This design comes from an exercise in tuning for small area, a short achievable clock period and few clock cycles on the open sky130 flow, not from production work.
At most, simulation tests tie the RTL to the original design; equivalence was not proved.

==> v29: inputs <==
==> flow/design.v (excerpt) <==
module signed_int_to_decimal_ascii_top #(
  parameter int unsigned VALUE_BITS = sitda_pkg::VALUE_BITS_DEF
) (
  input  logic                         clk_i,
  input  logic                         rst_ni,
  input  logic                         in_valid_i,
  output logic                         in_ready_o,
  input  logic signed [VALUE_BITS-1:0] value_i,
  output logic                         out_valid_o,
  input  logic                         out_ready_i,
  output logic [sitda_pkg::CHAR_W-1:0] char_code_o,
  output logic                         last_char_o
);
  localparam int unsigned BcdW = sitda_pkg::BCD_W;
  typedef struct packed {
    logic [3:0] u;
    logic       c;
    logic       first;
    logic       last;
    logic       neg;
  } nib_t;
  logic        f_act_q;       
  logic [7:0]  fptr_q;        
  logic        h_v_q;         
  nib_t        h_q;
  logic        t_v_q;         
  nib_t        t_q;
  logic            cneg_q;
  logic [BcdW-1:0] bcd_q;
  logic            ebusy_q;
  logic            efirst_q;  
  logic            enegp_q;   
  logic [3:0]      pos_q;
  logic [BcdW-1:0] dig_q;
  logic            oval_q;
  logic [4:0]      ochr_q;    
  logic            olast_q;
  logic        neg;
  logic [31:0] u;
  logic [7:0]  zlow;          
  logic [7:0]  flag;          
  logic [7:0]  first1h;       
  logic [7:0]  sel;
  nib_t        fnib;
  assign neg = value_i[VALUE_BITS-1];
  assign u   = value_i ^ {32{neg}};
  always_comb begin
    zlow[0] = 1'b1;
    for (int j = 1; j < 8; j++) begin
      zlow[j] = zlow[j-1] && (value_i[4*j-4 +: 4] == 4'd0);
    end
    flag[0] = 1'b0;
    flag[1] = 1'b1;
    for (int j = 2; j < 8; j++) begin
      flag[j] = (u[4*j +: 4] != 4'd0) || (neg && (u[4*j-4 +: 4] == 4'hF));
    end
    for (int j = 0; j < 8; j++) begin
      first1h[j] = flag[j];
      for (int m = j + 1; m < 8; m++) begin
        if (flag[m]) first1h[j] = 1'b0;
      end
    end
  end
  assign sel = f_act_q ? fptr_q : first1h;
  always_comb begin
    fnib.u = 4'd0;
    fnib.c = 1'b0;
  ...
==> flow/config.mk <==
export PLATFORM = sky130hd
export DESIGN_NAME = signed_int_to_decimal_ascii_top
export DESIGN_NICKNAME = signed_int_to_decimal_ascii_top
export VERILOG_FILES = /design/flow/design.v
export SDC_FILE = /design/flow/constraint.sdc
export NUM_CORES = 4
export LEC_CHECK = 0
export CAP_MARGIN = 20
export CORE_MARGIN = 2
export CORE_UTILIZATION = 40
export SLEW_MARGIN = 20
==> flow/constraint.sdc <==
create_clock -name core_clock -period 4.5 [get_ports {clk_i}]
set_input_delay 0.9000 -clock core_clock [delete_from_list [all_inputs] [get_ports {clk_i}]]
set_output_delay 0.9000 -clock core_clock [all_outputs]
set_load 0.01 [all_outputs]
run.sh (not shown) runs the stock make flow with config.mk's settings and CLKGATE_MAP_FILE= SYNTH_SCRIPT=/design/flow/synth_recipe.tcl, a recipe that flattens the netlist after the stock synthesis.
==> v10 (differences from v29) <==
--- a/flow/design.v
+++ b/flow/design.v
@@ -1,36 +1,65 @@
 `timescale 1ns / 1ps
 package sitda_pkg;
   localparam int unsigned VALUE_BITS_DEF = 32;
   localparam int unsigned CHAR_W         = 8;
   localparam int unsigned BCD_W          = 38;
+  function automatic logic [3:0] dig_dbl(input logic [2:0] r, input logic c);
+    logic [3:0] o;
+    o[3] = ~((~r[2] & ~r[1]) | (~r[0] & ~c));
+    o[2] = (r[2] & c) | (r[1] & ~r[0] & ~c);
+    o[1] = (~r[2] & r[0] & c) | (~r[1] & r[0] & ~c);
+    o[0] = ~((~r[2] & ~r[1] & ~c) | (r[1] & c));
+    dig_dbl = o;
+  endfunction
   function automatic logic [BCD_W-1:0] bcd_dbl(input logic [BCD_W-1:0] b, input logic c);
-    logic [BCD_W-1:0] r;
-    logic             k;
-    logic [3:0]       d;
-    k = c;
-    for (int i = 0; i < 9; i++) begin
-      d = b[4*i +: 4];
-      r[4*i]   = k;
-      r[4*i+3] = (d[3] & d[0]) | (d[2] & ~d[1] & ~d[0]);
-      r[4*i+2] = (~d[2] & d[1]) | (d[2] & d[1] & d[0]) | (d[3] & ~d[0]);
-      r[4*i+1] = (~d[3] & ~d[2] & d[0]) | (d[2] & d[1] & ~d[0]) | (d[3] & ~d[0]);
-      k        = d[3] | (d[2] & (d[1] | d[0]));
-    end
-    r[36] = k;
-    r[37] = b[36];
-    bcd_dbl = r;
+    logic [BCD_W-1:0] o;
+    logic [3:0]       t;
+    o[3:0] = dig_dbl(b[2:0], c);
+    for (int i = 1; i < 9; i++) begin
+      o[4*i +: 4] = dig_dbl(b[4*i +: 3], b[4*i-1]);
+    end
+    t = dig_dbl({1'b0, b[37:36]}, b[35]);
+    o[37:36] = t[1:0];
+    bcd_dbl = o;
   endfunction
   function automatic logic [BCD_W-1:0] dabble4(input logic [BCD_W-1:0] b,
                                                input logic [3:0] n);
     logic [BCD_W-1:0] r;
     r = b;
     for (int s = 3; s >= 0; s--) begin
       r = bcd_dbl(r, n[s]);
     end
     dabble4 = r;
+  endfunction
+  function automatic logic [7:0] nib_code(input logic [3:0] n);
+    logic [7:0] o;
+    case (n)
+      4'd0:  o = 8'h00;
+      4'd1:  o = 8'h01;
+      4'd2:  o = 8'h02;
+      4'd3:  o = 8'h03;
+      4'd4:  o = 8'h05;
+      4'd5:  o = 8'h08;
+      4'd6:  o = 8'h09;
+      4'd7:  o = 8'h0A;
+      4'd8:  o = 8'h0B;
+      4'd9:  o = 8'h0D;
+      4'd10: o = 8'h10;
+      4'd11: o = 8'h11;
+      4'd12: o = 8'h12;
+      4'd13: o = 8'h13;
+      4'd14: o = 8'h15;
+      default: o = 8'h18;
+    endcase
+    nib_code = o;
+  endfunction
+  function automatic logic [3:0] dig_bin(input logic [3:0] d);
+    logic [3:0] v;
+    v = {1'b0, d[2], d[1], d[0] & ~d[2]};
+    dig_bin = d[3] ? v + 4'd5 : v;
   endfunction
 endpackage
 `timescale 1ns / 1ps
 module signed_int_to_decimal_ascii_top #(
   parameter int unsigned VALUE_BITS = sitda_pkg::VALUE_BITS_DEF
 ) (
@@ -128,30 +157,30 @@
       if (epos == 4'(d)) edig = dig_q[4*d +: 4];
     end
     if (epos == 4'd9) edig = {2'd0, dig_q[36 +: 2]};
   end
   assign take     = !oval_q || out_ready_i;
   assign emit_now = ebusy_q && take;
-  assign e_last   = !enegp_q && (epos == 4'd0);
+  assign e_last   = !enegp_q && (efirst_q ? (dig_q[BcdW-1:4] == '0) : (pos_q == 4'd0));
   assign e_free   = !ebusy_q || (take && e_last);
   logic            inprog_q;
   logic            cons1;
   logic            cons2;
   logic            finish;
   logic            start_t;
   logic [3:0]      hnib;
   logic [3:0]      snib;
-  logic [4:0]      sbcd;
+  logic [7:0]      sbcd;
   logic [BcdW-1:0] bcd_nx;
   assign finish  = h_v_q && h_q.last && e_free;
   assign start_t = finish && t_v_q && t_q.first;
   assign cons2   = start_t;
   assign cons1   = h_v_q && (!h_q.last || e_free) && !start_t;
   assign hnib    = h_q.u + {3'd0, h_q.c};
   assign snib    = start_t ? (t_q.u + {3'd0, t_q.c}) : hnib;
-  assign sbcd    = (snib >= 4'd10) ? {1'b1, snib - 4'd10} : {1'b0, snib};
+  assign sbcd    = sitda_pkg::nib_code(snib);
   assign bcd_nx  = sitda_pkg::dabble4(bcd_q, hnib);
   logic fetch;
   logic f_is_last;
   logic cons_any;
   assign cons_any   = cons1 || cons2;
   assign f_is_last  = f_act_q && fptr_q[0];
@@ -203,13 +232,13 @@
         t_q <= fnib;
       end
     end else if (fetch) begin
       t_q <= fnib;
     end
     if (start_t || (cons1 && h_q.first)) begin
-      bcd_q  <= {{(BcdW-5){1'b0}}, sbcd};
+      bcd_q  <= {{(BcdW-8){1'b0}}, sbcd};
       cneg_q <= start_t ? t_q.neg : h_q.neg;
     end else if (cons1 && !h_q.last) begin
       bcd_q <= bcd_nx;
     end
     if (finish) begin
       dig_q    <= bcd_nx;
@@ -221,13 +250,13 @@
       end else begin
         efirst_q <= 1'b0;
         pos_q    <= epos - 4'd1;
       end
     end
     if (emit_now) begin
-      ochr_q  <= enegp_q ? 5'h0D : {1'b1, edig};
+      ochr_q  <= enegp_q ? 5'h0D : {1'b1, sitda_pkg::dig_bin(edig)};
       olast_q <= e_last;
     end
   end
   assign out_valid_o = oval_q;
   assign char_code_o = {3'b001, ochr_q};
   assign last_char_o = olast_q;
==> flow/config.mk (replaced) <==
export PLATFORM = sky130hd
export DESIGN_NAME = signed_int_to_decimal_ascii_top
export DESIGN_NICKNAME = signed_int_to_decimal_ascii_top
export VERILOG_FILES = /design/flow/design.v
export SDC_FILE = /design/flow/constraint.sdc
export NUM_CORES = 4
export LEC_CHECK = 0
export ABC_AREA = 1
export CAP_MARGIN = 20
export CORE_MARGIN = 2
export CORE_UTILIZATION = 40
export SLEW_MARGIN = 20
==> v13 (differences from v29) <==
--- a/flow/design.v
+++ b/flow/design.v
@@ -1,36 +1,65 @@
 `timescale 1ns / 1ps
 package sitda_pkg;
   localparam int unsigned VALUE_BITS_DEF = 32;
   localparam int unsigned CHAR_W         = 8;
   localparam int unsigned BCD_W          = 38;
+  function automatic logic [3:0] dig_dbl(input logic [2:0] r, input logic c);
+    logic [3:0] o;
+    o[3] = ~((~r[2] & ~r[1]) | (~r[0] & ~c));
+    o[2] = (r[2] & c) | (r[1] & ~r[0] & ~c);
+    o[1] = (~r[2] & r[0] & c) | (~r[1] & r[0] & ~c);
+    o[0] = ~((~r[2] & ~r[1] & ~c) | (r[1] & c));
+    dig_dbl = o;
+  endfunction
   function automatic logic [BCD_W-1:0] bcd_dbl(input logic [BCD_W-1:0] b, input logic c);
-    logic [BCD_W-1:0] r;
-    logic             k;
-    logic [3:0]       d;
-    k = c;
-    for (int i = 0; i < 9; i++) begin
-      d = b[4*i +: 4];
-      r[4*i]   = k;
-      r[4*i+3] = (d[3] & d[0]) | (d[2] & ~d[1] & ~d[0]);
-      r[4*i+2] = (~d[2] & d[1]) | (d[2] & d[1] & d[0]) | (d[3] & ~d[0]);
-      r[4*i+1] = (~d[3] & ~d[2] & d[0]) | (d[2] & d[1] & ~d[0]) | (d[3] & ~d[0]);
-      k        = d[3] | (d[2] & (d[1] | d[0]));
-    end
-    r[36] = k;
-    r[37] = b[36];
-    bcd_dbl = r;
+    logic [BCD_W-1:0] o;
+    logic [3:0]       t;
+    o[3:0] = dig_dbl(b[2:0], c);
+    for (int i = 1; i < 9; i++) begin
+      o[4*i +: 4] = dig_dbl(b[4*i +: 3], b[4*i-1]);
+    end
+    t = dig_dbl({1'b0, b[37:36]}, b[35]);
+    o[37:36] = t[1:0];
+    bcd_dbl = o;
   endfunction
   function automatic logic [BCD_W-1:0] dabble4(input logic [BCD_W-1:0] b,
                                                input logic [3:0] n);
     logic [BCD_W-1:0] r;
     r = b;
     for (int s = 3; s >= 0; s--) begin
       r = bcd_dbl(r, n[s]);
     end
     dabble4 = r;
+  endfunction
+  function automatic logic [7:0] nib_code(input logic [3:0] n);
+    logic [7:0] o;
+    case (n)
+      4'd0:  o = 8'h00;
+      4'd1:  o = 8'h01;
+      4'd2:  o = 8'h02;
+      4'd3:  o = 8'h03;
+      4'd4:  o = 8'h05;
+      4'd5:  o = 8'h08;
+      4'd6:  o = 8'h09;
+      4'd7:  o = 8'h0A;
+      4'd8:  o = 8'h0B;
+      4'd9:  o = 8'h0D;
+      4'd10: o = 8'h10;
+      4'd11: o = 8'h11;
+      4'd12: o = 8'h12;
+      4'd13: o = 8'h13;
+      4'd14: o = 8'h15;
+      default: o = 8'h18;
+    endcase
+    nib_code = o;
+  endfunction
+  function automatic logic [3:0] dig_bin(input logic [3:0] d);
+    logic [3:0] v;
+    v = {1'b0, d[2], d[1], d[0] & ~d[2]};
+    dig_bin = d[3] ? v + 4'd5 : v;
   endfunction
 endpackage
 `timescale 1ns / 1ps
 module signed_int_to_decimal_ascii_top #(
   parameter int unsigned VALUE_BITS = sitda_pkg::VALUE_BITS_DEF
 ) (
@@ -128,30 +157,30 @@
       if (epos == 4'(d)) edig = dig_q[4*d +: 4];
     end
     if (epos == 4'd9) edig = {2'd0, dig_q[36 +: 2]};
   end
   assign take     = !oval_q || out_ready_i;
   assign emit_now = ebusy_q && take;
-  assign e_last   = !enegp_q && (epos == 4'd0);
+  assign e_last   = !enegp_q && (efirst_q ? (dig_q[BcdW-1:4] == '0) : (pos_q == 4'd0));
   assign e_free   = !ebusy_q || (take && e_last);
   logic            inprog_q;
   logic            cons1;
   logic            cons2;
   logic            finish;
   logic            start_t;
   logic [3:0]      hnib;
   logic [3:0]      snib;
-  logic [4:0]      sbcd;
+  logic [7:0]      sbcd;
   logic [BcdW-1:0] bcd_nx;
   assign finish  = h_v_q && h_q.last && e_free;
   assign start_t = finish && t_v_q && t_q.first;
   assign cons2   = start_t;
   assign cons1   = h_v_q && (!h_q.last || e_free) && !start_t;
   assign hnib    = h_q.u + {3'd0, h_q.c};
   assign snib    = start_t ? (t_q.u + {3'd0, t_q.c}) : hnib;
-  assign sbcd    = (snib >= 4'd10) ? {1'b1, snib - 4'd10} : {1'b0, snib};
+  assign sbcd    = sitda_pkg::nib_code(snib);
   assign bcd_nx  = sitda_pkg::dabble4(bcd_q, hnib);
   logic fetch;
   logic f_is_last;
   logic cons_any;
   assign cons_any   = cons1 || cons2;
   assign f_is_last  = f_act_q && fptr_q[0];
@@ -203,13 +232,13 @@
         t_q <= fnib;
       end
     end else if (fetch) begin
       t_q <= fnib;
     end
     if (start_t || (cons1 && h_q.first)) begin
-      bcd_q  <= {{(BcdW-5){1'b0}}, sbcd};
+      bcd_q  <= {{(BcdW-8){1'b0}}, sbcd};
       cneg_q <= start_t ? t_q.neg : h_q.neg;
     end else if (cons1 && !h_q.last) begin
       bcd_q <= bcd_nx;
     end
     if (finish) begin
       dig_q    <= bcd_nx;
@@ -221,13 +250,13 @@
       end else begin
         efirst_q <= 1'b0;
         pos_q    <= epos - 4'd1;
       end
     end
     if (emit_now) begin
-      ochr_q  <= enegp_q ? 5'h0D : {1'b1, edig};
+      ochr_q  <= enegp_q ? 5'h0D : {1'b1, sitda_pkg::dig_bin(edig)};
       olast_q <= e_last;
     end
   end
   assign out_valid_o = oval_q;
   assign char_code_o = {3'b001, ochr_q};
   assign last_char_o = olast_q;
==> flow/config.mk (replaced) <==
export PLATFORM = sky130hd
export DESIGN_NAME = signed_int_to_decimal_ascii_top
export DESIGN_NICKNAME = signed_int_to_decimal_ascii_top
export VERILOG_FILES = /design/flow/design.v
export SDC_FILE = /design/flow/constraint.sdc
export NUM_CORES = 4
export LEC_CHECK = 0
export ABC_AREA = 1
export CAP_MARGIN = 20
export CORE_MARGIN = 2
export CORE_UTILIZATION = 40
export SETUP_SLACK_MARGIN = 2.0
export SLEW_MARGIN = 20
==> notes <==
- v29 finished clean. v13 finished with timing, DRC and antenna clean. v10 produced a clean layout.
- The highest worst setup slack belongs to v13, the lowest to v29.
- The lowest non-clock buffer count belongs to v10, the highest to v13.
- Sequential cell count is the same in v10 and v13.
- Clock skew: v13 > v29 > v10.
- In area after synthesis, v13 and v10 do not differ.
Testbench counts of v29, summed over its fixed seeds: cycles 75,155.
Function not checked in v10 and v13: the RTL went through the layout flow alone.

## afterwards: timing with drivers on the ports
How much do the figures lean on ideal ports? The routed layouts below were timed once more, with nothing changed but the port constraints.
Step 1 assumes that a clkbuf_16 drives the clock port and a buf_2 every other input.
Step 2 moves the port delays by t, midway between the first and last clock arrival at a register: inputs arrive t later, outputs are due t later. That takes back most of the time a late clock gives input paths.
a / b / c = ideal / step 1 / step 2; a / b = the first two.
run | shift t [ns] | slack for setup (ns) | worst setup path after step 2 | slew at the worst register clock pin (ns)
v29 | 0.459 | 0.434 / 0.434 / 0.263 | input to register | 0.06 / 0.06
v10 | 0.452 | 0.960 / 0.960 / 0.887 | input to register | 0.05 / 0.05
v13 | 0.461 | 1.146 / 1.146 / 1.146 | register to register | 0.06 / 0.06
After both steps every run listed still meets setup and hold. The setup slack of v29, which loses most, moves by 0.000 ns with the drivers and by -0.171 ns with both steps.
